What follows belongs to an exercise in optimizing a design on an open flow for small area, a short achievable clock period and few clock cycles per item; a production flow would make more cautious choices. In this exercise RTL edits were held to simulation tests only and were not proved equivalent to the original.

## flow/design.v (module list and top-level ports; edited modules follow where they fit)
// module yuv2rgb_top: 595 lines
module yuv2rgb_top #(
	parameter int img_width = 320,
	parameter int img_height = 240
) (
	input logic CLOCK_50_I,
	input logic Resetn,
	input logic start,
	input logic [15:0] read_data,
	output logic [15:0] write_data,
	output logic [17:0] address,
	output logic write_en_n,
	output logic done
);
  // ...
==> flow/run.sh <==
#!/bin/bash
# synth_recipe.tcl (not shown) runs the flow's synth.tcl, then flattens the netlist and writes it again
# the make line also repeats each setting of config.mk as NAME=value (left out here)
make -C /OpenROAD-flow-scripts/flow DESIGN_CONFIG=/design/flow/config.mk WORK_HOME=/design/flow/orfs CLKGATE_MAP_FILE= SYNTH_SCRIPT=/design/flow/synth_recipe.tcl finish
==> flow/config.mk <==
export PLATFORM = sky130hd
export DESIGN_NAME = yuv2rgb_top
export DESIGN_NICKNAME = yuv2rgb_top
export VERILOG_FILES = /design/flow/design.v
export SDC_FILE = /design/flow/constraint.sdc
export NUM_CORES = 4
export LEC_CHECK = 0
export CAP_MARGIN = 20
export CORE_MARGIN = 2
export CORE_UTILIZATION = 40
export SLEW_MARGIN = 20
==> flow/constraint.sdc <==
create_clock -name core_clock -period 11.0 [get_ports {CLOCK_50_I}]
set_input_delay 2.2000 -clock core_clock [delete_from_list [all_inputs] [get_ports {CLOCK_50_I}]]
set_output_delay 2.2000 -clock core_clock [all_outputs]
set_load 0.01 [all_outputs]
==> summary.md, run 1 <==
| Metric | Value |
|---|---|
| Result of the run | complete, no violations |
| Routed length on met1 | 25100 um |
| Yosys warns | 2 |
| Setup_tns | 0 ns |
| Nonclk buf count | 68 |
| Starting Density | 0.405 |
| Largest delay share family, worst path | buffers and inverters |
| Global-route wire length before repair | 90500 um |
| Number of multi-input combinational cells in the layout | 1362 |
| Most common cell after layout, fill and taps aside | sky130_fd_sc_hd__inv_1 |
| Worst-path maximum fanout | 1 |
| Drt wl/cell | 17.2 um |
| Fraction of layout cells with a size suffix above 1 | 0.0545 |
| Dominant combinational cell family by area after synthesis | adder cells |
| Uppermost layer routed | met5 |
| # nets final | 2832 |
| Non-clock inverters | 461 |
| Number of buffers on the longest clock path | 3 |
| Area occupied by multi-input gates | 12800 um2 |
| Worst Hold Launch | cw[1][2] |
| Portion of the layout cell area used by non-clock buffers | 0.0224 |
| Global routing usage on met1 | 0.234 |
| Crit path DAT | 1.64 ns |
| Clkbuf count | 65 |
| Cells on worst reg2reg path | 13 |
| Post-Syn Instances | 2304 |
| TritonCTS clock tree | done |
Testbench counts, summed over its fixed seeds: cycles 1,152,168, frames 6.
==> module yuv2rgb_top, before the edit <==
module yuv2rgb_top #(
	parameter int img_width = 320,
	parameter int img_height = 240
) (
	input logic CLOCK_50_I,
	input logic Resetn,
	input logic start,
	input logic [15:0] read_data,
	output logic [15:0] write_data,
	output logic [17:0] address,
	output logic write_en_n,
	output logic done
);
	localparam int macros_per_row = img_width / 4;
	localparam int n_pairs = img_width * img_height / 2;
	localparam logic [17:0] u_base = 18'(img_width * img_height / 2);
	localparam logic [17:0] v_base = 18'(img_width * img_height * 3 / 4);
	localparam logic [16:0] rgb_first = 17'(146944 - 131072);
	localparam logic [15:0] y_end = 16'(n_pairs / 2 + 1);
	localparam logic [17:0] u_base2 = u_base + 18'd2;
	localparam logic [17:0] v_base2 = v_base + 18'd2;
	localparam logic [6:0] col_idle = 7'(macros_per_row - 2);
	logic active;
	logic [3:0] ph;
	logic [15:0] mc;
	logic [6:0] col;
	logic wr_ok;
	logic [16:0] rgb;
	logic finish;
	logic wr_ok_n;
	logic wr_issue;
	logic [17:0] c_addr;
	assign finish = active && (ph == 4'd6) && (mc == y_end);
	assign wr_ok_n = wr_ok || ((ph == 4'd6) && (col == 7'd0));
	assign wr_issue = active && !finish && wr_ok_n && ((ph == 4'd1) || (ph == 4'd2)
		|| (ph == 4'd4) || (ph == 4'd5) || (ph == 4'd6) || (ph == 4'd8));
	assign c_addr = ((ph == 4'd0) ? v_base2 : u_base2) + {{2{mc[15]}}, mc};
	always_ff @(posedge CLOCK_50_I or negedge Resetn) begin
		if (!Resetn) begin
			active <= 1'b0;
			ph <= 4'd9;
			done <= 1'b0;
			write_en_n <= 1'b1;
		end else begin
			done <= finish;
			write_en_n <= !wr_issue;
			if (!active) begin
				if (start) begin
					active <= 1'b1;
					ph <= 4'd0;
				end else begin
					ph <= 4'd9;
				end
			end else if (finish) begin
				active <= 1'b0;
				ph <= 4'd9;
			end else begin
				ph <= (ph == 4'd9) ? 4'd0 : ph + 4'd1;
			end
		end
	end
	always_ff @(posedge CLOCK_50_I) begin
		if (!active || finish) begin
			mc <= 16'hfffe;
			col <= col_idle;
			wr_ok <= 1'b0;
			rgb <= rgb_first;
		end else begin
			wr_ok <= wr_ok_n;
			if (ph == 4'd3) begin
				mc <= mc + 16'd1;
			end
			if (ph == 4'd7) begin
				col <= (col == 7'(macros_per_row - 1)) ? 7'd0 : col + 7'd1;
			end
			if (wr_issue) begin
				rgb <= rgb + 17'd1;
			end
		end
		case (ph)
			4'd3: address <= {1'b0, mc, 1'b1};
			4'd7: address <= {1'b0, mc, 1'b0};
			4'd9, 4'd0: address <= c_addr;
			default: address <= {1'b1, rgb};
		endcase
	end
	logic [7:0] cw [0:11];
	logic [7:0] us, vs;
	logic n_allc, n_a, n_b;
	logic vsel;
	logic cl_l0, cl_l1, cl_r7, cl_r8, cl_r9;
	assign n_allc = (ph == 4'd9) || (ph == 4'd0) || (ph == 4'd3) || (ph == 4'd4);
	assign n_a = (ph == 4'd1) || (ph == 4'd2);
	assign n_b = (ph == 4'd5) || (ph == 4'd6);
	always_ff @(posedge CLOCK_50_I) begin
		if ((ph == 4'd2) || (ph == 4'd3) || (ph == 4'd6) || (ph == 4'd7)) begin
			for (int k = 0; k < 11; k++) begin
				cw[k] <= cw[k + 1];
			end
			case (ph)
				4'd6: cw[11] <= us;
				4'd7: cw[11] <= vs;
				default: cw[11] <= read_data[15:8];
			endcase
		end
		if (ph == 4'd2) begin
			us <= read_data[7:0];
		end
		if (ph == 4'd3) begin
			vs <= read_data[7:0];
		end
		vsel <= (ph == 4'd0) || (ph == 4'd4);
		cl_l0 <= n_allc || (n_a && (col == 7'd0));
		cl_l1 <= n_b && (col == 7'd0);
		cl_r7 <= n_b && (col == 7'(macros_per_row - 2));
		cl_r8 <= n_a && (col == 7'(macros_per_row - 1));
		cl_r9 <= n_allc || (n_b && (col == 7'(macros_per_row - 1)));
	end
	logic [7:0] e0, e1, e2, e3, e4, e5;
	logic [7:0] t0, t1, t3, t4, t5;
	logic [8:0] tap_a, tap_b, tap_c;
	logic [16:0] f_ra, f_rb, f_sum;
	logic [8:0] fir_out;
	assign e0 = cw[0];
	assign e1 = cw[2];
	assign e2 = vsel ? cw[5] : cw[4];
	assign e3 = cw[6];
	assign e4 = cw[8];
	assign e5 = cw[10];
	assign t0 = cl_l0 ? e2 : (cl_l1 ? e1 : e0);
	assign t1 = cl_l0 ? e2 : e1;
	assign t3 = cl_r9 ? e2 : e3;
	assign t4 = cl_r9 ? e2 : (cl_r8 ? e3 : e4);
	assign t5 = cl_r9 ? e2 : (cl_r8 ? e3 : (cl_r7 ? e4 : e5));
	always_ff @(posedge CLOCK_50_I) begin
		tap_a <= {1'b0, t0} + {1'b0, t5};
		tap_b <= {1'b0, t1} + {1'b0, t4};
		tap_c <= {1'b0, e2} + {1'b0, t3};
	end
	logic hf_s0, hf_c1, hf_s2, hf_c3, hf_s4, hf_c5, hf_s6, hf_c7, hf_s8, hf_c9, hf_s10, hf_c11, hf_s12, hf_c13, hf_s14, hf_c15, hf_s16, hf_c17, hf_s18, hf_c19, hf_s20, hf_c21, hf_s22, hf_c23, hf_s24, hf_c25, hf_s26, hf_c27, hf_s28, hf_c29, hf_s30, hf_c31, hf_s32, hf_c33, hf_s34, hf_c35, hf_s36, hf_c37, hf_s38, hf_c39, hf_s40, hf_c41, hf_s42, hf_c43, hf_s44, hf_c45, hf_s46, hf_c47, hf_s48, hf_c49, hf_s50, hf_c51, hf_s52, hf_c53, hf_s54, hf_c55, hf_s56, hf_c57, hf_s58, hf_c59, hf_s60, hf_c61, hf_s62, hf_c63, hf_s64, hf_c65, hf_s66, hf_c67, hf_s68, hf_c69, hf_s70, hf_c71, hf_s72, hf_c73, hf_s74, hf_c75, hf_s76, hf_c77, hf_s78, hf_c79, hf_s80, hf_c81, hf_s82, hf_c83, hf_s84, hf_c85, hf_s86, hf_c87, hf_s88, hf_c89, hf_s90, hf_c91, hf_s92, hf_c93, hf_s94, hf_c95, hf_s96, hf_c97, hf_s98, hf_c99, hf_s100, hf_c101, hf_s102, hf_c103, hf_s104, hf_c105, hf_s106, hf_c107, hf_s108, hf_c109, hf_s110, hf_c111, hf_s112, hf_c113, hf_s114, hf_c115, hf_s116, hf_c117, hf_s118, hf_c119, hf_s120, hf_c121, hf_s122, hf_c123, hf_s124, hf_c125, hf_s126, hf_c127, hf_s128, hf_c129, hf_s130, hf_c131, hf_s132, hf_c133, hf_s134, hf_c135, hf_s136, hf_c137, hf_s138, hf_c139, hf_s140, hf_c141, hf_s142, hf_c143;
	assign {hf_c1, hf_s0} = {1'b0, tap_a[7]} + {1'b0, tap_a[5]};
	assign {hf_c3, hf_s2} = {1'b0, tap_a[8]} + {1'b0, tap_a[6]};
	assign {hf_c5, hf_s4} = {1'b0, tap_a[5]} + {1'b0, tap_a[3]};
	assign {hf_c7, hf_s6} = {1'b0, tap_a[6]} + {1'b0, tap_a[4]} + {1'b0, tap_a[2]};
	assign {hf_c9, hf_s8} = {1'b0, ~tap_b[4]} + {1'b0, tap_b[2]} + {1'b0, ~tap_b[0]};
	assign {hf_c11, hf_s10} = {1'b0, tap_a[3]} + {1'b0, ~tap_b[5]} + {1'b0, tap_b[3]};
	assign {hf_c13, hf_s12} = {1'b0, ~tap_b[1]} + {1'b0, ~tap_c[7]} + {1'b0, tap_c[2]};
	assign hf_s14 = ~tap_c[0];
	assign hf_c15 = tap_c[0];
	assign {hf_c17, hf_s16} = {1'b0, tap_a[4]} + {1'b0, ~tap_b[6]} + {1'b0, tap_b[4]};
	assign {hf_c19, hf_s18} = {1'b0, ~tap_b[2]} + {1'b0, ~tap_c[8]} + {1'b0, tap_c[3]};
	assign {hf_c21, hf_s20} = {1'b0, tap_c[1]} + {1'b0, hf_c1} + {1'b0, hf_s2};
	assign {hf_c23, hf_s22} = {1'b0, tap_a[7]} + {1'b0, tap_a[5]} + {1'b0, ~tap_b[7]};
	assign {hf_c25, hf_s24} = {1'b0, tap_b[5]} + {1'b0, ~tap_b[3]} + {1'b0, tap_c[4]};
	assign hf_s26 = ~(tap_c[2] ^ hf_c3);
	assign hf_c27 = tap_c[2] | hf_c3;
	assign {hf_c29, hf_s28} = {1'b0, tap_a[8]} + {1'b0, tap_a[6]} + {1'b0, ~tap_b[8]};
	assign {hf_c31, hf_s30} = {1'b0, tap_b[6]} + {1'b0, ~tap_b[4]} + {1'b0, tap_c[5]};
	assign hf_s32 = ~tap_c[3];
	assign hf_c33 = tap_c[3];
	assign {hf_c35, hf_s34} = {1'b0, tap_a[7]} + {1'b0, tap_b[7]} + {1'b0, ~tap_b[5]};
	assign {hf_c37, hf_s36} = {1'b0, tap_a[8]} + {1'b0, tap_b[8]};
	assign {hf_c39, hf_s38} = {1'b0, tap_a[2]} + {1'b0, tap_a[0]};
	assign {hf_c41, hf_s40} = {1'b0, tap_a[3]} + {1'b0, tap_a[1]};
	assign {hf_c43, hf_s42} = {1'b0, tap_a[4]} + {1'b0, tap_a[2]} + {1'b0, tap_a[0]};
	assign {hf_c45, hf_s44} = {1'b0, ~tap_b[2]} + {1'b0, tap_b[0]};
	assign {hf_c47, hf_s46} = {1'b0, tap_a[1]} + {1'b0, ~tap_b[3]} + {1'b0, tap_b[1]};
	assign {hf_c49, hf_s48} = {1'b0, ~tap_c[5]} + {1'b0, tap_c[0]} + {1'b0, hf_s4};
	assign hf_s50 = ~(~tap_c[6] ^ tap_c[1]);
	assign hf_c51 = ~tap_c[6] | tap_c[1];
	assign {hf_c53, hf_s52} = {1'b0, hf_c5} + {1'b0, hf_s6} + {1'b0, hf_s8};
	assign {hf_c55, hf_s54} = {1'b0, hf_s14} + {1'b0, hf_s0} + {1'b0, hf_c7};
	assign {hf_c57, hf_s56} = {1'b0, hf_c9} + {1'b0, hf_s10} + {1'b0, hf_s12};
	assign {hf_c59, hf_s58} = {1'b0, hf_c15} + {1'b0, hf_c11} + {1'b0, hf_c13};
	assign {hf_c61, hf_s60} = {1'b0, hf_s16} + {1'b0, hf_s18} + {1'b0, hf_s20};
	assign {hf_c63, hf_s62} = {1'b0, hf_c17} + {1'b0, hf_c19} + {1'b0, hf_s22};
	assign {hf_c65, hf_s64} = {1'b0, hf_s24} + {1'b0, hf_c21} + {1'b0, hf_s26};
	assign {hf_c67, hf_s66} = {1'b0, hf_s32} + {1'b0, hf_c23} + {1'b0, hf_c25};
	assign {hf_c69, hf_s68} = {1'b0, hf_s28} + {1'b0, hf_s30} + {1'b0, hf_c27};
	assign {hf_c71, hf_s70} = {1'b0, tap_c[6]} + {1'b0, tap_c[4]} + {1'b0, hf_c33};
	assign {hf_c73, hf_s72} = {1'b0, hf_c29} + {1'b0, hf_c31} + {1'b0, hf_s34};
	assign {hf_c75, hf_s74} = {1'b0, ~tap_b[6]} + {1'b0, tap_c[7]} + {1'b0, tap_c[5]};
	assign hf_s76 = ~(hf_s36 ^ hf_c35);
	assign hf_c77 = hf_s36 | hf_c35;
	assign {hf_c79, hf_s78} = {1'b0, ~tap_b[7]} + {1'b0, tap_c[8]} + {1'b0, tap_c[6]};
	assign hf_s80 = ~hf_c37;
	assign hf_c81 = hf_c37;
	assign {hf_c83, hf_s82} = {1'b0, ~tap_b[8]} + {1'b0, tap_c[7]};
	assign {hf_c85, hf_s84} = {1'b0, ~tap_b[0]} + {1'b0, ~tap_c[2]};
	assign {hf_c87, hf_s86} = {1'b0, ~tap_b[1]} + {1'b0, ~tap_c[3]} + {1'b0, hf_c39};
	assign {hf_c89, hf_s88} = {1'b0, ~tap_c[4]} + {1'b0, hf_c41} + {1'b0, hf_s44};
	assign {hf_c91, hf_s90} = {1'b0, hf_c45} + {1'b0, hf_c43} + {1'b0, hf_s46};
	assign {hf_c93, hf_s92} = {1'b0, hf_c47} + {1'b0, hf_s50} + {1'b0, hf_c49};
	assign {hf_c95, hf_s94} = {1'b0, hf_c51} + {1'b0, hf_c53} + {1'b0, hf_s54};
	assign {hf_c97, hf_s96} = {1'b0, hf_c55} + {1'b0, hf_c57} + {1'b0, hf_s58};
	assign {hf_c99, hf_s98} = {1'b0, hf_c59} + {1'b0, hf_s62} + {1'b0, hf_c61};
	assign {hf_c101, hf_s100} = {1'b0, hf_c63} + {1'b0, hf_s66} + {1'b0, hf_c65};
	assign {hf_c103, hf_s102} = {1'b0, hf_s70} + {1'b0, hf_c67} + {1'b0, hf_s72};
	assign {hf_c105, hf_s104} = {1'b0, hf_s74} + {1'b0, hf_c71} + {1'b0, hf_c73};
	assign {hf_c107, hf_s106} = {1'b0, hf_c75} + {1'b0, hf_s78} + {1'b0, hf_s80};
	assign hf_s108 = ~(hf_s82 ^ hf_c79);
	assign hf_c109 = hf_s82 | hf_c79;
	assign hf_s110 = ~tap_c[8];
	assign hf_c111 = tap_c[8];
	assign {hf_c113, hf_s112} = {1'b0, tap_a[0]} + {1'b0, ~tap_c[0]};
	assign {hf_c115, hf_s114} = {1'b0, tap_a[1]} + {1'b0, ~tap_c[1]};
	assign hf_s116 = ~(hf_s84 ^ hf_s38);
	assign hf_c117 = hf_s84 | hf_s38;
	assign {hf_c119, hf_s118} = {1'b0, hf_c85} + {1'b0, hf_s40} + {1'b0, hf_s86};
	assign {hf_c121, hf_s120} = {1'b0, hf_s42} + {1'b0, hf_c87} + {1'b0, hf_s88};
	assign {hf_c123, hf_s122} = {1'b0, hf_c89} + {1'b0, hf_s48} + {1'b0, hf_s90};
	assign {hf_c125, hf_s124} = {1'b0, hf_c91} + {1'b0, hf_s52} + {1'b0, hf_s92};
	assign {hf_c127, hf_s126} = {1'b0, hf_s56} + {1'b0, hf_c93} + {1'b0, hf_s94};
	assign {hf_c129, hf_s128} = {1'b0, hf_s60} + {1'b0, hf_c95} + {1'b0, hf_s96};
	assign {hf_c131, hf_s130} = {1'b0, hf_s64} + {1'b0, hf_c97} + {1'b0, hf_s98};
	assign {hf_c133, hf_s132} = {1'b0, hf_s68} + {1'b0, hf_c99} + {1'b0, hf_s100};
	assign {hf_c135, hf_s134} = {1'b0, hf_c69} + {1'b0, hf_s102} + {1'b0, hf_c101};
	assign {hf_c137, hf_s136} = {1'b0, hf_s76} + {1'b0, hf_c103} + {1'b0, hf_s104};
	assign {hf_c139, hf_s138} = {1'b0, hf_c77} + {1'b0, hf_s106} + {1'b0, hf_c105};
	assign {hf_c141, hf_s140} = {1'b0, hf_c81} + {1'b0, hf_s108} + {1'b0, hf_c107};
	assign {hf_c143, hf_s142} = {1'b0, hf_s110} + {1'b0, hf_c83} + {1'b0, hf_c109};
	assign f_ra = {hf_c143, hf_c141, hf_c139, hf_c137, hf_c135, hf_c133, hf_c131, hf_c129, hf_c127, hf_c125, hf_c123, hf_c121, hf_c119, hf_c117, hf_c115, hf_c113, hf_s112};
	assign f_rb = {hf_c111, hf_s142, hf_s140, hf_s138, hf_s136, hf_s134, hf_s132, hf_s130, hf_s128, hf_s126, hf_s124, hf_s122, hf_s120, hf_s118, hf_s116, hf_s114, 1'b1};
	logic [8:0] f_lo;
	logic [8:0] fh_a, fh_b;
	logic fh_c;
	assign f_lo = {1'b0, f_ra[7:0]} + {1'b0, f_rb[7:0]};
	always_ff @(posedge CLOCK_50_I) begin
		fh_a <= f_ra[16:8];
		fh_b <= f_rb[16:8];
		fh_c <= f_lo[8];
	end
	assign f_sum = {fh_a, fh_c, 7'd0} + {fh_b, fh_c, 7'd0};
	assign fir_out = f_sum[16:8];
	logic [15:0] yreg;
	logic [7:0] l_in;
	logic [23:0] l_ra, l_rb;
	logic [23:0] l_reg;
	logic [8:0] pu_p, pu_n, pv_p, pv_n;
	logic [26:0] sr_ra, sr_rb, sg_ra, sg_rb, sb_ra, sb_rb;
	logic [16:0] lo_r, lo_g, lo_b;
	logic [10:0] mr_a, mr_b, mg_a, mg_b, mb_a, mb_b;
	logic mr_c, mg_c, mb_c;
	logic [11:0] hr, hg, hb;
	logic [7:0] pix_r, pix_g, pix_b;
	logic [7:0] save_b;
	logic [15:0] save_gb;
	function automatic logic [7:0] clip8(input logic [10:0] s);
		if (s[10]) begin
			clip8 = 8'd0;
		end else if (s[9:8] != 2'd0) begin
			clip8 = 8'd255;
		end else begin
			clip8 = s[7:0];
		end
	endfunction
	assign l_in = yreg[15:8];
	logic hl_s0, hl_c1, hl_s2, hl_c3, hl_s4, hl_c5, hl_s6, hl_c7, hl_s8, hl_c9, hl_s10, hl_c11, hl_s12, hl_c13, hl_s14, hl_c15, hl_s16, hl_c17, hl_s18, hl_c19, hl_s20, hl_c21, hl_s22, hl_c23, hl_s24, hl_c25, hl_s26, hl_c27, hl_s28, hl_c29, hl_s30, hl_c31, hl_s32, hl_c33, hl_s34, hl_c35, hl_s36, hl_c37, hl_s38, hl_c39;
	assign {hl_c1, hl_s0} = {1'b0, l_in[7]} + {1'b0, l_in[5]};
	assign {hl_c3, hl_s2} = {1'b0, l_in[5]} + {1'b0, l_in[3]};
	assign {hl_c5, hl_s4} = {1'b0, l_in[6]} + {1'b0, l_in[4]};
	assign hl_s6 = ~(l_in[3] ^ l_in[0]);
	assign hl_c7 = l_in[3] | l_in[0];
	assign {hl_c9, hl_s8} = {1'b0, l_in[6]} + {1'b0, l_in[4]} + {1'b0, l_in[1]};
	assign {hl_c11, hl_s10} = {1'b0, l_in[7]} + {1'b0, l_in[5]} + {1'b0, l_in[2]};
	assign {hl_c13, hl_s12} = {1'b0, l_in[6]} + {1'b0, l_in[3]};
	assign {hl_c15, hl_s14} = {1'b0, l_in[2]} + {1'b0, l_in[0]};
	assign hl_s16 = ~(l_in[3] ^ l_in[1]);
	assign hl_c17 = l_in[3] | l_in[1];
	assign {hl_c19, hl_s18} = {1'b0, l_in[4]} + {1'b0, l_in[2]} + {1'b0, l_in[0]};
	assign hl_s20 = ~(l_in[1] ^ hl_s2);
	assign hl_c21 = l_in[1] | hl_s2;
	assign {hl_c23, hl_s22} = {1'b0, l_in[2]} + {1'b0, hl_c3} + {1'b0, hl_s4};
	assign {hl_c25, hl_s24} = {1'b0, hl_c5} + {1'b0, hl_s0} + {1'b0, hl_s6};
	assign {hl_c27, hl_s26} = {1'b0, hl_c1} + {1'b0, hl_c7} + {1'b0, hl_s8};
	assign hl_s28 = ~(hl_c9 ^ hl_s10);
	assign hl_c29 = hl_c9 | hl_s10;
	assign hl_s30 = ~(hl_s12 ^ hl_c11);
	assign hl_c31 = hl_s12 | hl_c11;
	assign {hl_c33, hl_s32} = {1'b0, l_in[7]} + {1'b0, l_in[4]} + {1'b0, hl_c13};
	assign hl_s34 = ~l_in[5];
	assign hl_c35 = l_in[5];
	assign hl_s36 = ~l_in[6];
	assign hl_c37 = l_in[6];
	assign hl_s38 = ~l_in[7];
	assign hl_c39 = l_in[7];
	assign l_ra = {1'b1, hl_c39, hl_c37, hl_c35, hl_c33, hl_c31, hl_c29, hl_c27, hl_c25, hl_c23, hl_c21, hl_c19, hl_c17, hl_c15, hl_s14, l_in[1], ~l_in[7], ~l_in[6], ~l_in[5], ~l_in[4], ~l_in[3], ~l_in[2], ~l_in[1], ~l_in[0]};
	assign l_rb = {1'b0, 1'b1, hl_s38, hl_s36, hl_s34, hl_s32, hl_s30, hl_s28, hl_s26, hl_s24, hl_s22, hl_s20, hl_s18, hl_s16, 1'b1, 1'b1, l_in[0], 1'b0, 1'b0, 1'b1, 1'b0, 1'b0, 1'b0, 1'b1};
	logic hr_s0, hr_c1, hr_s2, hr_c3, hr_s4, hr_c5, hr_s6, hr_c7, hr_s8, hr_c9, hr_s10, hr_c11, hr_s12, hr_c13, hr_s14, hr_c15, hr_s16, hr_c17, hr_s18, hr_c19, hr_s20, hr_c21, hr_s22, hr_c23, hr_s24, hr_c25, hr_s26, hr_c27, hr_s28, hr_c29, hr_s30, hr_c31, hr_s32, hr_c33, hr_s34, hr_c35, hr_s36, hr_c37, hr_s38, hr_c39, hr_s40, hr_c41, hr_s42, hr_c43, hr_s44, hr_c45, hr_s46, hr_c47, hr_s48, hr_c49, hr_s50, hr_c51, hr_s52, hr_c53, hr_s54, hr_c55, hr_s56, hr_c57, hr_s58, hr_c59, hr_s60, hr_c61, hr_s62, hr_c63, hr_s64, hr_c65, hr_s66, hr_c67, hr_s68, hr_c69, hr_s70, hr_c71, hr_s72, hr_c73, hr_s74, hr_c75, hr_s76, hr_c77, hr_s78, hr_c79, hr_s80, hr_c81, hr_s82, hr_c83, hr_s84, hr_c85, hr_s86, hr_c87, hr_s88, hr_c89, hr_s90, hr_c91, hr_s92, hr_c93, hr_s94, hr_c95, hr_s96, hr_c97, hr_s98, hr_c99, hr_s100, hr_c101, hr_s102, hr_c103, hr_s104, hr_c105, hr_s106, hr_c107, hr_s108, hr_c109, hr_s110, hr_c111, hr_s112, hr_c113, hr_s114, hr_c115, hr_s116, hr_c117, hr_s118, hr_c119, hr_s120, hr_c121, hr_s122, hr_c123, hr_s124, hr_c125, hr_s126, hr_c127, hr_s128, hr_c129, hr_s130, hr_c131, hr_s132, hr_c133, hr_s134, hr_c135, hr_s136, hr_c137, hr_s138, hr_c139;
	assign {hr_c1, hr_s0} = {1'b0, l_reg[5]} + {1'b0, pv_n[7]};
	assign {hr_c3, hr_s2} = {1'b0, l_reg[6]} + {1'b0, pv_p[8]} + {1'b0, pv_p[6]};
	assign {hr_c5, hr_s4} = {1'b0, pv_p[4]} + {1'b0, pv_p[1]};
	assign {hr_c7, hr_s6} = {1'b0, l_reg[7]} + {1'b0, pv_p[7]} + {1'b0, pv_p[5]};
	assign hr_s8 = pv_n[2];
	assign hr_c9 = pv_p[2];
	assign {hr_c11, hr_s10} = {1'b0, l_reg[8]} + {1'b0, pv_n[8]} + {1'b0, pv_p[6]};
	assign {hr_c13, hr_s12} = {1'b0, l_reg[9]} + {1'b0, pv_p[7]};
	assign {hr_c15, hr_s14} = {1'b0, l_reg[10]} + {1'b0, pv_n[8]} + {1'b0, pv_p[5]};
	assign {hr_c17, hr_s16} = {1'b0, l_reg[11]} + {1'b0, pv_p[6]} + {1'b0, pv_n[2]};
	assign {hr_c19, hr_s18} = {1'b0, l_reg[12]} + {1'b0, pv_p[7]} + {1'b0, pv_n[3]};
	assign {hr_c21, hr_s20} = {1'b0, l_reg[13]} + {1'b0, pv_n[8]} + {1'b0, pv_n[4]};
	assign {hr_c23, hr_s22} = {1'b0, pv_p[2]} + {1'b0, pv_n[0]};
	assign {hr_c25, hr_s24} = {1'b0, l_reg[14]} + {1'b0, pv_n[5]} + {1'b0, pv_p[3]};
	assign hr_s26 = ~pv_n[1];
	assign hr_c27 = pv_n[1];
	assign {hr_c29, hr_s28} = {1'b0, l_reg[15]} + {1'b0, pv_n[6]} + {1'b0, pv_p[4]};
	assign hr_s30 = ~(pv_n[2] ^ pv_p[0]);
	assign hr_c31 = pv_n[2] | pv_p[0];
	assign {hr_c33, hr_s32} = {1'b0, l_reg[16]} + {1'b0, pv_n[7]} + {1'b0, pv_p[5]};
	assign hr_s34 = ~(pv_n[3] ^ pv_p[1]);
	assign hr_c35 = pv_n[3] | pv_p[1];
	assign {hr_c37, hr_s36} = {1'b0, l_reg[17]} + {1'b0, pv_p[8]} + {1'b0, pv_p[6]};
	assign {hr_c39, hr_s38} = {1'b0, pv_n[4]} + {1'b0, pv_p[2]};
	assign {hr_c41, hr_s40} = {1'b0, l_reg[18]} + {1'b0, pv_p[7]} + {1'b0, pv_n[5]};
	assign hr_s42 = pv_n[3];
	assign hr_c43 = pv_p[3];
	assign {hr_c45, hr_s44} = {1'b0, l_reg[19]} + {1'b0, pv_n[8]} + {1'b0, pv_n[6]};
	assign {hr_c47, hr_s46} = {1'b0, l_reg[20]} + {1'b0, pv_n[7]};
	assign {hr_c49, hr_s48} = {1'b0, l_reg[2]} + {1'b0, pv_n[4]};
	assign {hr_c51, hr_s50} = {1'b0, l_reg[3]} + {1'b0, pv_n[5]} + {1'b0, pv_p[3]};
	assign {hr_c53, hr_s52} = {1'b0, l_reg[4]} + {1'b0, pv_n[6]} + {1'b0, pv_p[4]};
	assign {hr_c55, hr_s54} = {1'b0, pv_p[5]} + {1'b0, pv_p[3]} + {1'b0, pv_p[0]};
	assign hr_s56 = ~(hr_c1 ^ hr_s4);
	assign hr_c57 = hr_c1 | hr_s4;
	assign {hr_c59, hr_s58} = {1'b0, hr_c5} + {1'b0, hr_s8} + {1'b0, hr_c3};
	assign {hr_c61, hr_s60} = {1'b0, pv_p[3]} + {1'b0, hr_c9} + {1'b0, hr_c7};
	assign {hr_c63, hr_s62} = {1'b0, pv_p[4]} + {1'b0, pv_n[0]} + {1'b0, hr_s12};
	assign hr_s64 = ~(pv_n[1] ^ hr_c13);
	assign hr_c65 = pv_n[1] | hr_c13;
	assign hr_s66 = ~(pv_p[0] ^ hr_c15);
	assign hr_c67 = pv_p[0] | hr_c15;
	assign hr_s68 = ~(pv_p[1] ^ hr_c17);
	assign hr_c69 = pv_p[1] | hr_c17;
	assign hr_s70 = ~(hr_s22 ^ hr_c19);
	assign hr_c71 = hr_s22 | hr_c19;
	assign {hr_c73, hr_s72} = {1'b0, hr_c23} + {1'b0, hr_s26} + {1'b0, hr_c21};
	assign {hr_c75, hr_s74} = {1'b0, hr_c27} + {1'b0, hr_c25} + {1'b0, hr_s28};
	assign {hr_c77, hr_s76} = {1'b0, hr_c29} + {1'b0, hr_c31} + {1'b0, hr_s32};
	assign {hr_c79, hr_s78} = {1'b0, hr_s38} + {1'b0, hr_c33} + {1'b0, hr_c35};
	assign {hr_c81, hr_s80} = {1'b0, hr_c39} + {1'b0, hr_s42} + {1'b0, hr_c37};
	assign {hr_c83, hr_s82} = {1'b0, pv_p[4]} + {1'b0, hr_c43} + {1'b0, hr_c41};
	assign hr_s84 = ~(pv_p[5] ^ hr_s46);
	assign hr_c85 = pv_p[5] | hr_s46;
	assign {hr_c87, hr_s86} = {1'b0, l_reg[21]} + {1'b0, pv_p[8]} + {1'b0, pv_p[6]};
	assign {hr_c89, hr_s88} = {1'b0, l_reg[22]} + {1'b0, pv_p[7]};
	assign {hr_c91, hr_s90} = {1'b0, ~l_reg[23]} + {1'b0, pv_n[8]};
	assign {hr_c93, hr_s92} = {1'b0, l_reg[0]} + {1'b0, pv_n[2]};
	assign {hr_c95, hr_s94} = {1'b0, l_reg[1]} + {1'b0, pv_n[3]} + {1'b0, pv_p[1]};
	assign {hr_c97, hr_s96} = {1'b0, pv_p[2]} + {1'b0, pv_p[0]} + {1'b0, hr_s48};
	assign {hr_c99, hr_s98} = {1'b0, pv_p[1]} + {1'b0, hr_c49} + {1'b0, hr_s50};
	assign {hr_c101, hr_s100} = {1'b0, pv_p[2]} + {1'b0, hr_c51} + {1'b0, hr_s52};
	assign {hr_c103, hr_s102} = {1'b0, hr_s0} + {1'b0, hr_c53} + {1'b0, hr_s54};
	assign {hr_c105, hr_s104} = {1'b0, hr_c55} + {1'b0, hr_s2} + {1'b0, hr_s56};
	assign {hr_c107, hr_s106} = {1'b0, hr_s6} + {1'b0, hr_c57} + {1'b0, hr_s58};
	assign {hr_c109, hr_s108} = {1'b0, hr_s10} + {1'b0, hr_c59} + {1'b0, hr_s60};
	assign {hr_c111, hr_s110} = {1'b0, hr_c11} + {1'b0, hr_s62} + {1'b0, hr_c61};
	assign {hr_c113, hr_s112} = {1'b0, hr_s14} + {1'b0, hr_c63} + {1'b0, hr_s64};
	assign {hr_c115, hr_s114} = {1'b0, hr_s16} + {1'b0, hr_c65} + {1'b0, hr_s66};
	assign {hr_c117, hr_s116} = {1'b0, hr_s18} + {1'b0, hr_c67} + {1'b0, hr_s68};
	assign {hr_c119, hr_s118} = {1'b0, hr_s20} + {1'b0, hr_c69} + {1'b0, hr_s70};
	assign {hr_c121, hr_s120} = {1'b0, hr_s24} + {1'b0, hr_c71} + {1'b0, hr_s72};
	assign {hr_c123, hr_s122} = {1'b0, hr_s30} + {1'b0, hr_c73} + {1'b0, hr_s74};
	assign {hr_c125, hr_s124} = {1'b0, hr_s34} + {1'b0, hr_c75} + {1'b0, hr_s76};
	assign {hr_c127, hr_s126} = {1'b0, hr_s36} + {1'b0, hr_c77} + {1'b0, hr_s78};
	assign {hr_c129, hr_s128} = {1'b0, hr_s40} + {1'b0, hr_c79} + {1'b0, hr_s80};
	assign {hr_c131, hr_s130} = {1'b0, hr_s44} + {1'b0, hr_c81} + {1'b0, hr_s82};
	assign {hr_c133, hr_s132} = {1'b0, hr_c45} + {1'b0, hr_s84} + {1'b0, hr_c83};
	assign {hr_c135, hr_s134} = {1'b0, hr_c47} + {1'b0, hr_s86} + {1'b0, hr_c85};
	assign hr_s136 = ~(hr_s88 ^ hr_c87);
	assign hr_c137 = hr_s88 | hr_c87;
	assign hr_s138 = ~(hr_c89 ^ hr_s90);
	assign hr_c139 = hr_c89 | hr_s90;
	assign sr_ra = {hr_c139, hr_c137, hr_c135, hr_c133, hr_c131, hr_c129, hr_c127, hr_c125, hr_c123, hr_c121, hr_c119, hr_c117, hr_c115, hr_c113, hr_c111, hr_c109, hr_c107, hr_c105, hr_c103, hr_c101, hr_c99, hr_c97, hr_c95, hr_c93, hr_s92, pv_n[1], pv_n[0]};
	assign sr_rb = {hr_c91, hr_s138, hr_s136, hr_s134, hr_s132, hr_s130, hr_s128, hr_s126, hr_s124, hr_s122, hr_s120, hr_s118, hr_s116, hr_s114, hr_s112, hr_s110, hr_s108, hr_s106, hr_s104, hr_s102, hr_s100, hr_s98, hr_s96, hr_s94, pv_p[0], 1'b0, 1'b1};
	logic hg_s0, hg_c1, hg_s2, hg_c3, hg_s4, hg_c5, hg_s6, hg_c7, hg_s8, hg_c9, hg_s10, hg_c11, hg_s12, hg_c13, hg_s14, hg_c15, hg_s16, hg_c17, hg_s18, hg_c19, hg_s20, hg_c21, hg_s22, hg_c23, hg_s24, hg_c25, hg_s26, hg_c27, hg_s28, hg_c29, hg_s30, hg_c31, hg_s32, hg_c33, hg_s34, hg_c35, hg_s36, hg_c37, hg_s38, hg_c39, hg_s40, hg_c41, hg_s42, hg_c43, hg_s44, hg_c45, hg_s46, hg_c47, hg_s48, hg_c49, hg_s50, hg_c51, hg_s52, hg_c53, hg_s54, hg_c55, hg_s56, hg_c57, hg_s58, hg_c59, hg_s60, hg_c61, hg_s62, hg_c63, hg_s64, hg_c65, hg_s66, hg_c67, hg_s68, hg_c69, hg_s70, hg_c71, hg_s72, hg_c73, hg_s74, hg_c75, hg_s76, hg_c77, hg_s78, hg_c79, hg_s80, hg_c81, hg_s82, hg_c83, hg_s84, hg_c85, hg_s86, hg_c87, hg_s88, hg_c89, hg_s90, hg_c91, hg_s92, hg_c93, hg_s94, hg_c95, hg_s96, hg_c97, hg_s98, hg_c99, hg_s100, hg_c101, hg_s102, hg_c103, hg_s104, hg_c105, hg_s106, hg_c107, hg_s108, hg_c109, hg_s110, hg_c111, hg_s112, hg_c113, hg_s114, hg_c115, hg_s116, hg_c117, hg_s118, hg_c119, hg_s120, hg_c121, hg_s122, hg_c123, hg_s124, hg_c125, hg_s126, hg_c127, hg_s128, hg_c129, hg_s130, hg_c131, hg_s132, hg_c133, hg_s134, hg_c135, hg_s136, hg_c137, hg_s138, hg_c139, hg_s140, hg_c141, hg_s142, hg_c143, hg_s144, hg_c145, hg_s146, hg_c147, hg_s148, hg_c149, hg_s150, hg_c151, hg_s152, hg_c153, hg_s154, hg_c155, hg_s156, hg_c157, hg_s158, hg_c159, hg_s160, hg_c161, hg_s162, hg_c163;
	assign {hg_c1, hg_s0} = {1'b0, l_reg[14]} + {1'b0, pu_n[6]} + {1'b0, pu_p[3]};
	assign {hg_c3, hg_s2} = {1'b0, l_reg[15]} + {1'b0, pu_n[7]} + {1'b0, pu_p[4]};
	assign {hg_c5, hg_s4} = {1'b0, l_reg[16]} + {1'b0, pu_p[8]} + {1'b0, pu_p[5]};
	assign {hg_c7, hg_s6} = {1'b0, pu_n[3]} + {1'b0, pv_n[6]};
	assign {hg_c9, hg_s8} = {1'b0, l_reg[17]} + {1'b0, pu_p[6]} + {1'b0, pu_n[4]};
	assign {hg_c11, hg_s10} = {1'b0, pv_n[7]} + {1'b0, pv_p[5]};
	assign {hg_c13, hg_s12} = {1'b0, l_reg[18]} + {1'b0, pu_p[7]} + {1'b0, pu_n[5]};
	assign {hg_c15, hg_s14} = {1'b0, l_reg[3]} + {1'b0, pu_p[2]};
	assign {hg_c17, hg_s16} = {1'b0, l_reg[4]} + {1'b0, pu_p[3]} + {1'b0, pu_n[1]};
	assign {hg_c19, hg_s18} = {1'b0, pv_n[6]} + {1'b0, pv_n[1]};
	assign {hg_c21, hg_s20} = {1'b0, l_reg[5]} + {1'b0, pu_p[4]} + {1'b0, pu_n[2]};
	assign {hg_c23, hg_s22} = {1'b0, pv_n[7]} + {1'b0, pv_n[2]};
	assign {hg_c25, hg_s24} = {1'b0, l_reg[6]} + {1'b0, pu_p[5]} + {1'b0, pu_n[3]};
	assign hg_s26 = ~(pv_p[8] ^ pv_n[3]);
	assign hg_c27 = pv_p[8] | pv_n[3];
	assign {hg_c29, hg_s28} = {1'b0, l_reg[7]} + {1'b0, pu_p[6]} + {1'b0, pu_n[4]};
	assign hg_s30 = ~pv_n[4];
	assign hg_c31 = pv_n[4];
	assign {hg_c33, hg_s32} = {1'b0, l_reg[8]} + {1'b0, pu_p[7]} + {1'b0, pu_n[5]};
	assign {hg_c35, hg_s34} = {1'b0, pu_n[0]} + {1'b0, pv_n[5]};
	assign {hg_c37, hg_s36} = {1'b0, l_reg[9]} + {1'b0, pu_n[8]} + {1'b0, pu_n[6]};
	assign hg_s38 = ~(pu_n[1] ^ pv_n[6]);
	assign hg_c39 = pu_n[1] | pv_n[6];
	assign {hg_c41, hg_s40} = {1'b0, l_reg[10]} + {1'b0, pu_n[7]} + {1'b0, pu_n[2]};
	assign {hg_c43, hg_s42} = {1'b0, pv_n[7]} + {1'b0, pv_n[0]};
	assign {hg_c45, hg_s44} = {1'b0, l_reg[11]} + {1'b0, pu_p[8]} + {1'b0, pu_n[3]};
	assign {hg_c47, hg_s46} = {1'b0, pu_p[0]} + {1'b0, pv_p[8]} + {1'b0, pv_n[1]};
	assign {hg_c49, hg_s48} = {1'b0, l_reg[12]} + {1'b0, pu_n[4]} + {1'b0, pu_p[1]};
	assign hg_s50 = ~(pv_n[2] ^ pv_p[0]);
	assign hg_c51 = pv_n[2] | pv_p[0];
	assign {hg_c53, hg_s52} = {1'b0, l_reg[13]} + {1'b0, pu_n[5]} + {1'b0, pu_p[2]};
	assign {hg_c55, hg_s54} = {1'b0, pu_n[0]} + {1'b0, pv_n[3]} + {1'b0, pv_p[1]};
	assign {hg_c57, hg_s56} = {1'b0, pu_n[1]} + {1'b0, pv_n[4]} + {1'b0, pv_p[2]};
	assign hg_s58 = ~(pv_n[0] ^ hg_s0);
	assign hg_c59 = pv_n[0] | hg_s0;
	assign {hg_c61, hg_s60} = {1'b0, pu_n[2]} + {1'b0, pv_n[5]} + {1'b0, pv_p[3]};
	assign {hg_c63, hg_s62} = {1'b0, pv_n[1]} + {1'b0, hg_c1} + {1'b0, hg_s2};
	assign hg_s64 = ~(pv_p[4] ^ pv_n[2]);
	assign hg_c65 = pv_p[4] | pv_n[2];
	assign {hg_c67, hg_s66} = {1'b0, hg_s6} + {1'b0, hg_c3} + {1'b0, hg_s4};
	assign hg_s68 = ~(pv_n[3] ^ hg_c7);
	assign hg_c69 = pv_n[3] | hg_c7;
	assign {hg_c71, hg_s70} = {1'b0, hg_s10} + {1'b0, hg_c5} + {1'b0, hg_s8};
	assign {hg_c73, hg_s72} = {1'b0, pv_p[8]} + {1'b0, pv_p[6]} + {1'b0, pv_n[4]};
	assign {hg_c75, hg_s74} = {1'b0, hg_c11} + {1'b0, hg_c9} + {1'b0, hg_s12};
	assign {hg_c77, hg_s76} = {1'b0, l_reg[19]} + {1'b0, pu_n[8]} + {1'b0, pu_n[6]};
	assign {hg_c79, hg_s78} = {1'b0, pv_p[7]} + {1'b0, pv_n[5]} + {1'b0, hg_c13};
	assign {hg_c81, hg_s80} = {1'b0, l_reg[20]} + {1'b0, pu_n[7]} + {1'b0, pv_n[8]};
	assign {hg_c83, hg_s82} = {1'b0, pu_n[0]} + {1'b0, pv_n[5]};
	assign hg_s84 = ~(hg_c15 ^ hg_s18);
	assign hg_c85 = hg_c15 | hg_s18;
	assign {hg_c87, hg_s86} = {1'b0, hg_c19} + {1'b0, hg_s22} + {1'b0, hg_c17};
	assign {hg_c89, hg_s88} = {1'b0, hg_c23} + {1'b0, hg_c21} + {1'b0, hg_s24};
	assign {hg_c91, hg_s90} = {1'b0, hg_s30} + {1'b0, hg_c25} + {1'b0, hg_c27};
	assign {hg_c93, hg_s92} = {1'b0, hg_c31} + {1'b0, hg_s34} + {1'b0, hg_c29};
	assign {hg_c95, hg_s94} = {1'b0, hg_c35} + {1'b0, hg_c33} + {1'b0, hg_s36};
	assign {hg_c97, hg_s96} = {1'b0, hg_s42} + {1'b0, hg_c37} + {1'b0, hg_c39};
	assign {hg_c99, hg_s98} = {1'b0, hg_c43} + {1'b0, hg_c41} + {1'b0, hg_s44};
	assign {hg_c101, hg_s100} = {1'b0, hg_c45} + {1'b0, hg_c47} + {1'b0, hg_s48};
	assign {hg_c103, hg_s102} = {1'b0, hg_c49} + {1'b0, hg_c51} + {1'b0, hg_s52};
	assign {hg_c105, hg_s104} = {1'b0, hg_c53} + {1'b0, hg_c55} + {1'b0, hg_s56};
	assign {hg_c107, hg_s106} = {1'b0, hg_c57} + {1'b0, hg_s60} + {1'b0, hg_c59};
	assign {hg_c109, hg_s108} = {1'b0, hg_c61} + {1'b0, hg_s64} + {1'b0, hg_c63};
	assign {hg_c111, hg_s110} = {1'b0, hg_c65} + {1'b0, hg_s68} + {1'b0, hg_c67};
	assign {hg_c113, hg_s112} = {1'b0, hg_s72} + {1'b0, hg_c69} + {1'b0, hg_c71};
	assign {hg_c115, hg_s114} = {1'b0, hg_c73} + {1'b0, hg_s76} + {1'b0, hg_c75};
	assign {hg_c117, hg_s116} = {1'b0, pv_n[6]} + {1'b0, hg_c77} + {1'b0, hg_s80};
	assign {hg_c119, hg_s118} = {1'b0, l_reg[21]} + {1'b0, pu_p[8]} + {1'b0, pv_n[7]};
	assign {hg_c121, hg_s120} = {1'b0, l_reg[1]} + {1'b0, pu_p[0]};
	assign {hg_c123, hg_s122} = {1'b0, l_reg[2]} + {1'b0, pu_p[1]} + {1'b0, pv_n[4]};
	assign {hg_c125, hg_s124} = {1'b0, pv_n[0]} + {1'b0, hg_s82} + {1'b0, hg_s14};
	assign {hg_c127, hg_s126} = {1'b0, hg_c83} + {1'b0, hg_s16} + {1'b0, hg_s84};
	assign {hg_c129, hg_s128} = {1'b0, hg_s20} + {1'b0, hg_c85} + {1'b0, hg_s86};
	assign {hg_c131, hg_s130} = {1'b0, hg_s26} + {1'b0, hg_c87} + {1'b0, hg_s88};
	assign {hg_c133, hg_s132} = {1'b0, hg_s28} + {1'b0, hg_c89} + {1'b0, hg_s90};
	assign {hg_c135, hg_s134} = {1'b0, hg_s32} + {1'b0, hg_c91} + {1'b0, hg_s92};
	assign {hg_c137, hg_s136} = {1'b0, hg_s38} + {1'b0, hg_c93} + {1'b0, hg_s94};
	assign {hg_c139, hg_s138} = {1'b0, hg_s40} + {1'b0, hg_c95} + {1'b0, hg_s96};
	assign {hg_c141, hg_s140} = {1'b0, hg_s46} + {1'b0, hg_c97} + {1'b0, hg_s98};
	assign {hg_c143, hg_s142} = {1'b0, hg_s50} + {1'b0, hg_c99} + {1'b0, hg_s100};
	assign {hg_c145, hg_s144} = {1'b0, hg_s54} + {1'b0, hg_c101} + {1'b0, hg_s102};
	assign {hg_c147, hg_s146} = {1'b0, hg_c103} + {1'b0, hg_s104} + {1'b0, hg_s58};
	assign {hg_c149, hg_s148} = {1'b0, hg_c105} + {1'b0, hg_s62} + {1'b0, hg_s106};
	assign {hg_c151, hg_s150} = {1'b0, hg_s66} + {1'b0, hg_c107} + {1'b0, hg_s108};
	assign {hg_c153, hg_s152} = {1'b0, hg_s70} + {1'b0, hg_c109} + {1'b0, hg_s110};
	assign {hg_c155, hg_s154} = {1'b0, hg_s74} + {1'b0, hg_c111} + {1'b0, hg_s112};
	assign {hg_c157, hg_s156} = {1'b0, hg_s78} + {1'b0, hg_c113} + {1'b0, hg_s114};
	assign {hg_c159, hg_s158} = {1'b0, hg_s116} + {1'b0, hg_c79} + {1'b0, hg_c115};
	assign {hg_c161, hg_s160} = {1'b0, hg_s118} + {1'b0, hg_c81} + {1'b0, hg_c117};
	assign {hg_c163, hg_s162} = {1'b0, l_reg[22]} + {1'b0, pv_p[8]} + {1'b0, hg_c119};
	assign sg_ra = {1'b1, hg_c163, hg_c161, hg_c159, hg_c157, hg_c155, hg_c153, hg_c151, hg_c149, hg_c147, hg_c145, hg_c143, hg_c141, hg_c139, hg_c137, hg_c135, hg_c133, hg_c131, hg_c129, hg_c127, hg_c125, hg_c123, hg_c121, hg_s120, l_reg[0], pv_n[1], pv_n[0]};
	assign sg_rb = {1'b0, ~l_reg[23], hg_s162, hg_s160, hg_s158, hg_s156, hg_s154, hg_s152, hg_s150, hg_s148, hg_s146, hg_s144, hg_s142, hg_s140, hg_s138, hg_s136, hg_s134, hg_s132, hg_s130, hg_s128, hg_s126, hg_s124, hg_s122, pv_n[3], pv_n[2], 1'b0, 1'b1};
	logic hb_s0, hb_c1, hb_s2, hb_c3, hb_s4, hb_c5, hb_s6, hb_c7, hb_s8, hb_c9, hb_s10, hb_c11, hb_s12, hb_c13, hb_s14, hb_c15, hb_s16, hb_c17, hb_s18, hb_c19, hb_s20, hb_c21, hb_s22, hb_c23, hb_s24, hb_c25, hb_s26, hb_c27, hb_s28, hb_c29, hb_s30, hb_c31, hb_s32, hb_c33, hb_s34, hb_c35, hb_s36, hb_c37, hb_s38, hb_c39, hb_s40, hb_c41, hb_s42, hb_c43, hb_s44, hb_c45, hb_s46, hb_c47, hb_s48, hb_c49, hb_s50, hb_c51, hb_s52, hb_c53, hb_s54, hb_c55, hb_s56, hb_c57, hb_s58, hb_c59, hb_s60, hb_c61, hb_s62, hb_c63, hb_s64, hb_c65, hb_s66, hb_c67, hb_s68, hb_c69, hb_s70, hb_c71, hb_s72, hb_c73, hb_s74, hb_c75, hb_s76, hb_c77, hb_s78, hb_c79, hb_s80, hb_c81, hb_s82, hb_c83, hb_s84, hb_c85, hb_s86, hb_c87, hb_s88, hb_c89, hb_s90, hb_c91, hb_s92, hb_c93, hb_s94, hb_c95, hb_s96, hb_c97, hb_s98, hb_c99, hb_s100, hb_c101, hb_s102, hb_c103, hb_s104, hb_c105, hb_s106, hb_c107, hb_s108, hb_c109, hb_s110, hb_c111, hb_s112, hb_c113, hb_s114, hb_c115, hb_s116, hb_c117, hb_s118, hb_c119, hb_s120, hb_c121;
	assign {hb_c1, hb_s0} = {1'b0, l_reg[5]} + {1'b0, pu_n[7]};
	assign {hb_c3, hb_s2} = {1'b0, l_reg[6]} + {1'b0, pu_p[8]} + {1'b0, pu_n[6]};
	assign {hb_c5, hb_s4} = {1'b0, pu_p[3]} + {1'b0, pu_p[1]};
	assign {hb_c7, hb_s6} = {1'b0, l_reg[7]} + {1'b0, pu_n[7]} + {1'b0, pu_p[4]};
	assign hb_s8 = pu_n[2];
	assign hb_c9 = pu_p[2];
	assign {hb_c11, hb_s10} = {1'b0, l_reg[8]} + {1'b0, pu_p[8]} + {1'b0, pu_p[5]};
	assign {hb_c13, hb_s12} = {1'b0, pu_p[3]} + {1'b0, pu_p[0]};
	assign {hb_c15, hb_s14} = {1'b0, l_reg[9]} + {1'b0, pu_p[6]} + {1'b0, pu_p[4]};
	assign hb_s16 = pu_n[1];
	assign hb_c17 = pu_p[1];
	assign {hb_c19, hb_s18} = {1'b0, l_reg[10]} + {1'b0, pu_p[7]} + {1'b0, pu_p[5]};
	assign hb_s20 = pu_n[2];
	assign hb_c21 = pu_p[2];
	assign {hb_c23, hb_s22} = {1'b0, l_reg[11]} + {1'b0, pu_n[8]} + {1'b0, pu_p[6]};
	assign {hb_c25, hb_s24} = {1'b0, l_reg[12]} + {1'b0, pu_p[7]};
	assign {hb_c27, hb_s26} = {1'b0, l_reg[0]} + {1'b0, pu_n[2]};
	assign {hb_c29, hb_s28} = {1'b0, l_reg[1]} + {1'b0, pu_n[3]};
	assign {hb_c31, hb_s30} = {1'b0, l_reg[2]} + {1'b0, pu_n[4]};
	assign {hb_c33, hb_s32} = {1'b0, l_reg[3]} + {1'b0, pu_n[5]} + {1'b0, pu_n[3]};
	assign {hb_c35, hb_s34} = {1'b0, l_reg[4]} + {1'b0, pu_n[6]} + {1'b0, pu_n[4]};
	assign {hb_c37, hb_s36} = {1'b0, pu_n[5]} + {1'b0, pu_p[2]} + {1'b0, pu_p[0]};
	assign hb_s38 = ~(hb_c1 ^ hb_s4);
	assign hb_c39 = hb_c1 | hb_s4;
	assign {hb_c41, hb_s40} = {1'b0, hb_c5} + {1'b0, hb_s8} + {1'b0, hb_c3};
	assign {hb_c43, hb_s42} = {1'b0, hb_c9} + {1'b0, hb_s12} + {1'b0, hb_c7};
	assign {hb_c45, hb_s44} = {1'b0, hb_c13} + {1'b0, hb_s16} + {1'b0, hb_c11};
	assign {hb_c47, hb_s46} = {1'b0, hb_c17} + {1'b0, hb_s20} + {1'b0, hb_c15};
	assign {hb_c49, hb_s48} = {1'b0, pu_p[3]} + {1'b0, hb_c21} + {1'b0, hb_c19};
	assign hb_s50 = ~(pu_p[4] ^ hb_s24);
	assign hb_c51 = pu_p[4] | hb_s24;
	assign {hb_c53, hb_s52} = {1'b0, l_reg[13]} + {1'b0, pu_n[8]} + {1'b0, pu_p[5]};
	assign {hb_c55, hb_s54} = {1'b0, l_reg[14]} + {1'b0, pu_p[6]};
	assign {hb_c57, hb_s56} = {1'b0, l_reg[15]} + {1'b0, pu_p[7]} + {1'b0, pu_p[0]};
	assign {hb_c59, hb_s58} = {1'b0, l_reg[16]} + {1'b0, pu_n[8]};
	assign {hb_c61, hb_s60} = {1'b0, l_reg[17]} + {1'b0, pu_p[2]};
	assign {hb_c63, hb_s62} = {1'b0, l_reg[18]} + {1'b0, pu_p[3]};
	assign {hb_c65, hb_s64} = {1'b0, l_reg[19]} + {1'b0, pu_p[4]};
	assign {hb_c67, hb_s66} = {1'b0, l_reg[20]} + {1'b0, pu_p[5]};
	assign {hb_c69, hb_s68} = {1'b0, l_reg[21]} + {1'b0, pu_p[6]};
	assign {hb_c71, hb_s70} = {1'b0, l_reg[22]} + {1'b0, pu_p[7]};
	assign {hb_c73, hb_s72} = {1'b0, ~l_reg[23]} + {1'b0, pu_n[8]};
	assign hb_s74 = ~pu_n[0];
	assign hb_c75 = pu_n[0];
	assign {hb_c77, hb_s76} = {1'b0, pu_n[1]} + {1'b0, hb_c27} + {1'b0, hb_s28};
	assign {hb_c79, hb_s78} = {1'b0, pu_n[2]} + {1'b0, hb_c29} + {1'b0, hb_s30};
	assign {hb_c81, hb_s80} = {1'b0, pu_p[0]} + {1'b0, hb_c31} + {1'b0, hb_s32};
	assign {hb_c83, hb_s82} = {1'b0, pu_p[1]} + {1'b0, hb_c33} + {1'b0, hb_s34};
	assign {hb_c85, hb_s84} = {1'b0, hb_s0} + {1'b0, hb_c35} + {1'b0, hb_s36};
	assign {hb_c87, hb_s86} = {1'b0, hb_c37} + {1'b0, hb_s2} + {1'b0, hb_s38};
	assign {hb_c89, hb_s88} = {1'b0, hb_s6} + {1'b0, hb_c39} + {1'b0, hb_s40};
	assign {hb_c91, hb_s90} = {1'b0, hb_s10} + {1'b0, hb_c41} + {1'b0, hb_s42};
	assign {hb_c93, hb_s92} = {1'b0, hb_s14} + {1'b0, hb_c43} + {1'b0, hb_s44};
	assign {hb_c95, hb_s94} = {1'b0, hb_s18} + {1'b0, hb_c45} + {1'b0, hb_s46};
	assign {hb_c97, hb_s96} = {1'b0, hb_s22} + {1'b0, hb_c47} + {1'b0, hb_s48};
	assign {hb_c99, hb_s98} = {1'b0, hb_c23} + {1'b0, hb_s50} + {1'b0, hb_c49};
	assign {hb_c101, hb_s100} = {1'b0, hb_c25} + {1'b0, hb_s52} + {1'b0, hb_c51};
	assign hb_s102 = ~(hb_s54 ^ hb_c53);
	assign hb_c103 = hb_s54 | hb_c53;
	assign hb_s104 = ~(hb_c55 ^ hb_s56);
	assign hb_c105 = hb_c55 | hb_s56;
	assign {hb_c107, hb_s106} = {1'b0, pu_p[1]} + {1'b0, hb_s58} + {1'b0, hb_c57};
	assign hb_s108 = ~(hb_c59 ^ hb_s60);
	assign hb_c109 = hb_c59 | hb_s60;
	assign hb_s110 = ~(hb_c61 ^ hb_s62);
	assign hb_c111 = hb_c61 | hb_s62;
	assign hb_s112 = ~(hb_c63 ^ hb_s64);
	assign hb_c113 = hb_c63 | hb_s64;
	assign hb_s114 = ~(hb_c65 ^ hb_s66);
	assign hb_c115 = hb_c65 | hb_s66;
	assign hb_s116 = ~(hb_c67 ^ hb_s68);
	assign hb_c117 = hb_c67 | hb_s68;
	assign hb_s118 = ~(hb_c69 ^ hb_s70);
	assign hb_c119 = hb_c69 | hb_s70;
	assign hb_s120 = ~(hb_c71 ^ hb_s72);
	assign hb_c121 = hb_c71 | hb_s72;
	assign sb_ra = {hb_c121, hb_c119, hb_c117, hb_c115, hb_c113, hb_c111, hb_c109, hb_c107, hb_c105, hb_c103, hb_c101, hb_c99, hb_c97, hb_c95, hb_c93, hb_c91, hb_c89, hb_c87, hb_c85, hb_c83, hb_c81, hb_c79, hb_c77, hb_c75, hb_s74, pu_n[1], pu_n[0]};
	assign sb_rb = {hb_c73, hb_s120, hb_s118, hb_s116, hb_s114, hb_s112, hb_s110, hb_s108, hb_s106, hb_s104, hb_s102, hb_s100, hb_s98, hb_s96, hb_s94, hb_s92, hb_s90, hb_s88, hb_s86, hb_s84, hb_s82, hb_s80, hb_s78, hb_s76, hb_s26, 1'b0, 1'b1};
	assign lo_r = {1'b0, sr_ra[15:0]} + {1'b0, sr_rb[15:0]};
	assign lo_g = {1'b0, sg_ra[15:0]} + {1'b0, sg_rb[15:0]};
	assign lo_b = {1'b0, sb_ra[15:0]} + {1'b0, sb_rb[15:0]};
	assign hr = {mr_a, 1'b1} + {mr_b, mr_c};
	assign hg = {mg_a, 1'b1} + {mg_b, mg_c};
	assign hb = {mb_a, 1'b1} + {mb_b, mb_c};
	always_ff @(posedge CLOCK_50_I) begin
		if ((ph == 4'd6) || (ph == 4'd0)) begin
			yreg <= read_data;
		end else if ((ph == 4'd4) || (ph == 4'd8)) begin
			yreg[15:8] <= yreg[7:0];
		end
		l_reg <= l_ra + l_rb;
		if ((ph == 4'd2) || (ph == 4'd4) || (ph == 4'd6) || (ph == 4'd8)) begin
			pu_p <= fir_out;
			pu_n <= ~fir_out;
		end
		if ((ph == 4'd3) || (ph == 4'd5) || (ph == 4'd7) || (ph == 4'd9)) begin
			pv_p <= fir_out;
			pv_n <= ~fir_out;
		end
		mr_a <= sr_ra[26:16];
		mr_b <= sr_rb[26:16];
		mr_c <= lo_r[16];
		mg_a <= sg_ra[26:16];
		mg_b <= sg_rb[26:16];
		mg_c <= lo_g[16];
		mb_a <= sb_ra[26:16];
		mb_b <= sb_rb[26:16];
		mb_c <= lo_b[16];
		if ((ph == 4'd5) || (ph == 4'd7) || (ph == 4'd9) || (ph == 4'd2)) begin
			pix_r <= clip8(hr[11:1]);
			pix_g <= clip8(hg[11:1]);
			pix_b <= clip8(hb[11:1]);
		end
		if ((ph == 4'd7) || (ph == 4'd2)) begin
			save_b <= pix_b;
		end
		if (ph == 4'd9) begin
			save_gb <= {pix_g, pix_b};
		end
		case (ph)
			4'd1: write_data <= save_gb;
			4'd2, 4'd6: write_data <= {pix_r, pix_g};
			4'd4, 4'd8: write_data <= {save_b, pix_r};
			default: write_data <= {pix_g, pix_b};
		endcase
	end
endmodule
==> run 2, diff against run 1 <==
--- a/flow/design.v
+++ b/flow/design.v
@@ -22,4 +22,5 @@
 	localparam logic [6:0] col_idle = 7'(macros_per_row - 2);
 	logic active;
+	logic write_en;
 	logic [3:0] ph;
 	logic [15:0] mc;
@@ -41,8 +42,8 @@
 			ph <= 4'd9;
 			done <= 1'b0;
-			write_en_n <= 1'b1;
+			write_en <= 1'b0;
 		end else begin
 			done <= finish;
-			write_en_n <= !wr_issue;
+			write_en <= wr_issue;
 			if (!active) begin
 				if (start) begin
@@ -82,7 +83,9 @@
 			4'd7: address <= {1'b0, mc, 1'b0};
 			4'd9, 4'd0: address <= c_addr;
+			4'd1, 4'd2: address <= {1'b1, rgb[16:1], ~rgb[0]};
 			default: address <= {1'b1, rgb};
 		endcase
 	end
+	assign write_en_n = !write_en;
 	logic [7:0] cw [0:11];
 	logic [7:0] us, vs;
@@ -558,12 +561,8 @@
 		end
 		l_reg <= l_ra + l_rb;
-		if ((ph == 4'd2) || (ph == 4'd4) || (ph == 4'd6) || (ph == 4'd8)) begin
-			pu_p <= fir_out;
-			pu_n <= ~fir_out;
-		end
-		if ((ph == 4'd3) || (ph == 4'd5) || (ph == 4'd7) || (ph == 4'd9)) begin
-			pv_p <= fir_out;
-			pv_n <= ~fir_out;
-		end
+		pv_p <= fir_out;
+		pv_n <= ~fir_out;
+		pu_p <= pv_p;
+		pu_n <= pv_n;
 		mr_a <= sr_ra[26:16];
 		mr_b <= sr_rb[26:16];
@@ -575,10 +574,10 @@
 		mb_b <= sb_rb[26:16];
 		mb_c <= lo_b[16];
-		if ((ph == 4'd5) || (ph == 4'd7) || (ph == 4'd9) || (ph == 4'd2)) begin
+		if ((ph == 4'd5) || (ph == 4'd7) || (ph == 4'd9) || (ph == 4'd1)) begin
 			pix_r <= clip8(hr[11:1]);
 			pix_g <= clip8(hg[11:1]);
 			pix_b <= clip8(hb[11:1]);
 		end
-		if ((ph == 4'd7) || (ph == 4'd2)) begin
+		if ((ph == 4'd7) || (ph == 4'd1)) begin
 			save_b <= pix_b;
 		end
@@ -587,6 +586,6 @@
 		end
 		case (ph)
-			4'd1: write_data <= save_gb;
-			4'd2, 4'd6: write_data <= {pix_r, pix_g};
+			4'd2: write_data <= save_gb;
+			4'd1, 4'd6: write_data <= {pix_r, pix_g};
 			4'd4, 4'd8: write_data <= {save_b, pix_r};
 			default: write_data <= {pix_g, pix_b};
--- a/flow/config.mk
+++ b/flow/config.mk
@@ -9,3 +9,5 @@
 export CORE_MARGIN = 2
 export CORE_UTILIZATION = 40
+export CTS_BUF_LIST = sky130_fd_sc_hd__clkbuf_8
+export CTS_CLUSTER_SIZE = 30
 export SLEW_MARGIN = 20
==> run 2 against run 1 <==
Against the previous run:
- synthesized area fell by 1.5%
- global-route usage increased by 0.72 points
- critical endpoint unchanged
- critical path type unchanged
- still clean
==> summary.md, run 2 <==
| Metric | Value |
|---|---|
| Result of the run | complete, no violations |
| Depth of the CTS H-tree | 3 |
| Post-Syn Instances | 2286 (-0.78%) |
| Pins over their slew limit | 0 |
| Number of buffers on the longest clock path | 3 (unchanged) |
| Antenna violations before repair | 3 |
| Detailed-route DRC error count | 0 |
| Synth cell types | 69 |
| Yosys warns | 2 (unchanged) |
| Crit path DAT | 1.56 ns (-0.08 ns) |
| Fraction of layout cells with a size suffix above 1 | 0.0646 (+0.0100) |
| TritonCTS clock tree | done |
| Total routing resource utilization after global routing | 0.180 |
| Worst Skew | 0.0243 ns |
| Drt wl/cell | 17.1 um (-0.57%) |
| Master cell of the clock root buffer | sky130_fd_sc_hd__clkbuf_8 |
| Setup_tns | 0 ns (unchanged) |
| Shortest period the worst path allows | 3.76 ns |
| Resized Gates After CTS | 0 |
| Synthesized area divided by synthesized cell count | 11.0 um2 |
| Rel. slew slack | 0.300 |
| Worst-path maximum fanout | 1 (unchanged) |
| Starting Density | 0.406 (+0.00144) |
| Half-perimeter wire length of the detailed placement result | 43900 um |
| Pin count of the biggest net entering global routing | 90 |
| Global-route wire length before repair | 90800 um (+0.31%) |
| Vias | 15900 |
| Largest area contributor in the synthesized netlist | sky130_fd_sc_hd__edfxtp_1 |
| Slew @ Worst Pin | 1.05 ns |
| Synthesis-stage register bit count | 437 |
| Cell types with the highest counts after synthesis | sky130_fd_sc_hd__inv_1 (484), sky130_fd_sc_hd__dfxtp_1 (254), sky130_fd_sc_hd__ha_1 (226) |
| # nets final | 2841 (+0.32%) |
| Post-synth top area share | 0.210 |
| Area growth from synthesis to final layout | 12.3% |
| Dominant combinational cell family by area after synthesis | adder cells |
| I/O Buffers | 54 |
| Global route overflow | 0 |
| Setup repair after global routing missed its margin | no |
| Nature of the critical path endpoint | primary output |
| Number of global-route vias before repair | 16700 |
| Count of fill cells added during filler insertion | 5844 |
| Design area | 28300 um2 |
| Post-synthesis instance area | 25200 um2 |
| Placeable core area | 61900 um2 |
| Die Y | 255 um |
| Most common cell after layout, fill and taps aside | sky130_fd_sc_hd__inv_1 |
| Weighted congestion at the end of routability-driven global placement | 0.906 |
[run 2: changes by cell type in the layout (fill, tap and decap cells not counted), moves of 10 or more]
cell                        delta
sky130_fd_sc_hd__a21o_1       +14
sky130_fd_sc_hd__clkbuf_16    -52
sky130_fd_sc_hd__clkbuf_8     +89
sky130_fd_sc_hd__dfxtp_1      +36
sky130_fd_sc_hd__edfxtp_1     -36
sky130_fd_sc_hd__inv_1        +43
sky130_fd_sc_hd__nand2_1      -28
sky130_fd_sc_hd__nand3_1      -10
sky130_fd_sc_hd__o21a_1       +10
sky130_fd_sc_hd__o21ai_0      -20
sky130_fd_sc_hd__o21bai_1     +16
[run 2: metrics by stage]
stage / setup WS (ns) / std cells / hold slack, ns / utilization
after floorplan: 4.67 / 2286 / 0.355 / -
after global placement: 7.24 / 3146 / 0.401 / 0.431
after detailed placement: 7.35 / 3146 / 0.391 / 0.431
after CTS: 7.18 / 3284 / 0.402 / 0.456
after global routing: 7.12 / 3285 / 0.410 / 0.456
final: 7.24 / 3287 / 0.394 / 0.456
[run 2: final timing paths]
path                       startpoint         end  slack (ns)  cells after the start
hold reg to reg               pv_p[0]     pu_p[0]        0.39                      0
setup reg to reg              pu_p[5]        mg_c        7.33                     14
hold / removal                pv_p[0]     pu_p[0]        0.39                      0
min in group asynchronous      Resetn       ph[2]        1.84                      1
max in group asynchronous      Resetn       ph[0]        8.82                      1
setup / recovery             write_en  write_en_n        7.24                      2
[run 2: critical path, stage by stage, from the launching register on]
cell and delay [ns]:
sky130_fd_sc_hd__dfrtp_1 0.36, sky130_fd_sc_hd__inv_1 0.05, sky130_fd_sc_hd__clkdlybuf4s50_1 0.52
[run 2: kinds of logic (layout without fill, tap and decap cells)]
| group | Yosys count | count (layout) |
|---|---|---|
| buffers and inverters | 529 | 690 |
| flip-flops | 437 | 437 |
| adder cells (fa/ha/maj) | 434 | 434 |
| AO/OA/AOI/OAI | 391 | 391 |
| AND/OR/NAND/NOR | 349 | 349 |
| XOR/XNOR | 112 | 112 |
| multiplexers | 34 | 34 |
| other | 0 | 3 |
[run 2: layer usage]
metal	global-route usage	vias to the layer above	wire (um)
met4	0.0595	0	1360
met3	0.0362	87	2660
li1	-	7785	-
met1	0.245	7727	26300
met2	0.289	341	25700
met5	0	-	0
[run 2: layout make-up]
cell class / count / area [um2] / area share
Multi-Input combinational cell: 1320 / 12700 / 0.448
Sequential cell: 437 / 10500 / 0.373
Inverter: 484 / 1820 / 0.0643
Clock buffer: 94 / 1290 / 0.0458
Tap cell: 837 / 1050 / 0.0371
Timing Repair Buffer: 68 / 649 / 0.0230
Clock inverter: 44 / 240 / 0.00850
Antenna cell: 3 / 7.51 / 0.000266
Testbench counts of run 2, summed over its fixed seeds: cycles 1,152,168, frames 6.

separate check: timing with driven ports:
The flow's constraints put no driver on any port. The routed layouts listed below were extracted and timed again, unchanged, in two steps. Step 1 assumes that a clkbuf_16 drives the clock port and a buf_2 every other input. Step 2 adds t to the input delays and takes it off the output delays; t is the mean of the earliest and latest rising clock arrival at the registers after step 1. Input paths then give back, and output paths get back, about the clock's delay inside the block. Slacks: ideal ports / drivers / drivers and shift; pairs: ideal ports / drivers.
run | t, ns | slack for setup (ns) | hold slack, ns | worst setup path at the end
run 1 | 0.639 | 7.163 / 7.107 / 7.459 | 0.418 / 0.418 / 0.418 | register to register
run 2 | 0.696 | 7.242 / 7.185 / 7.331 | 0.394 / 0.394 / 0.394 | register to register
After both steps every run listed still meets setup and hold.
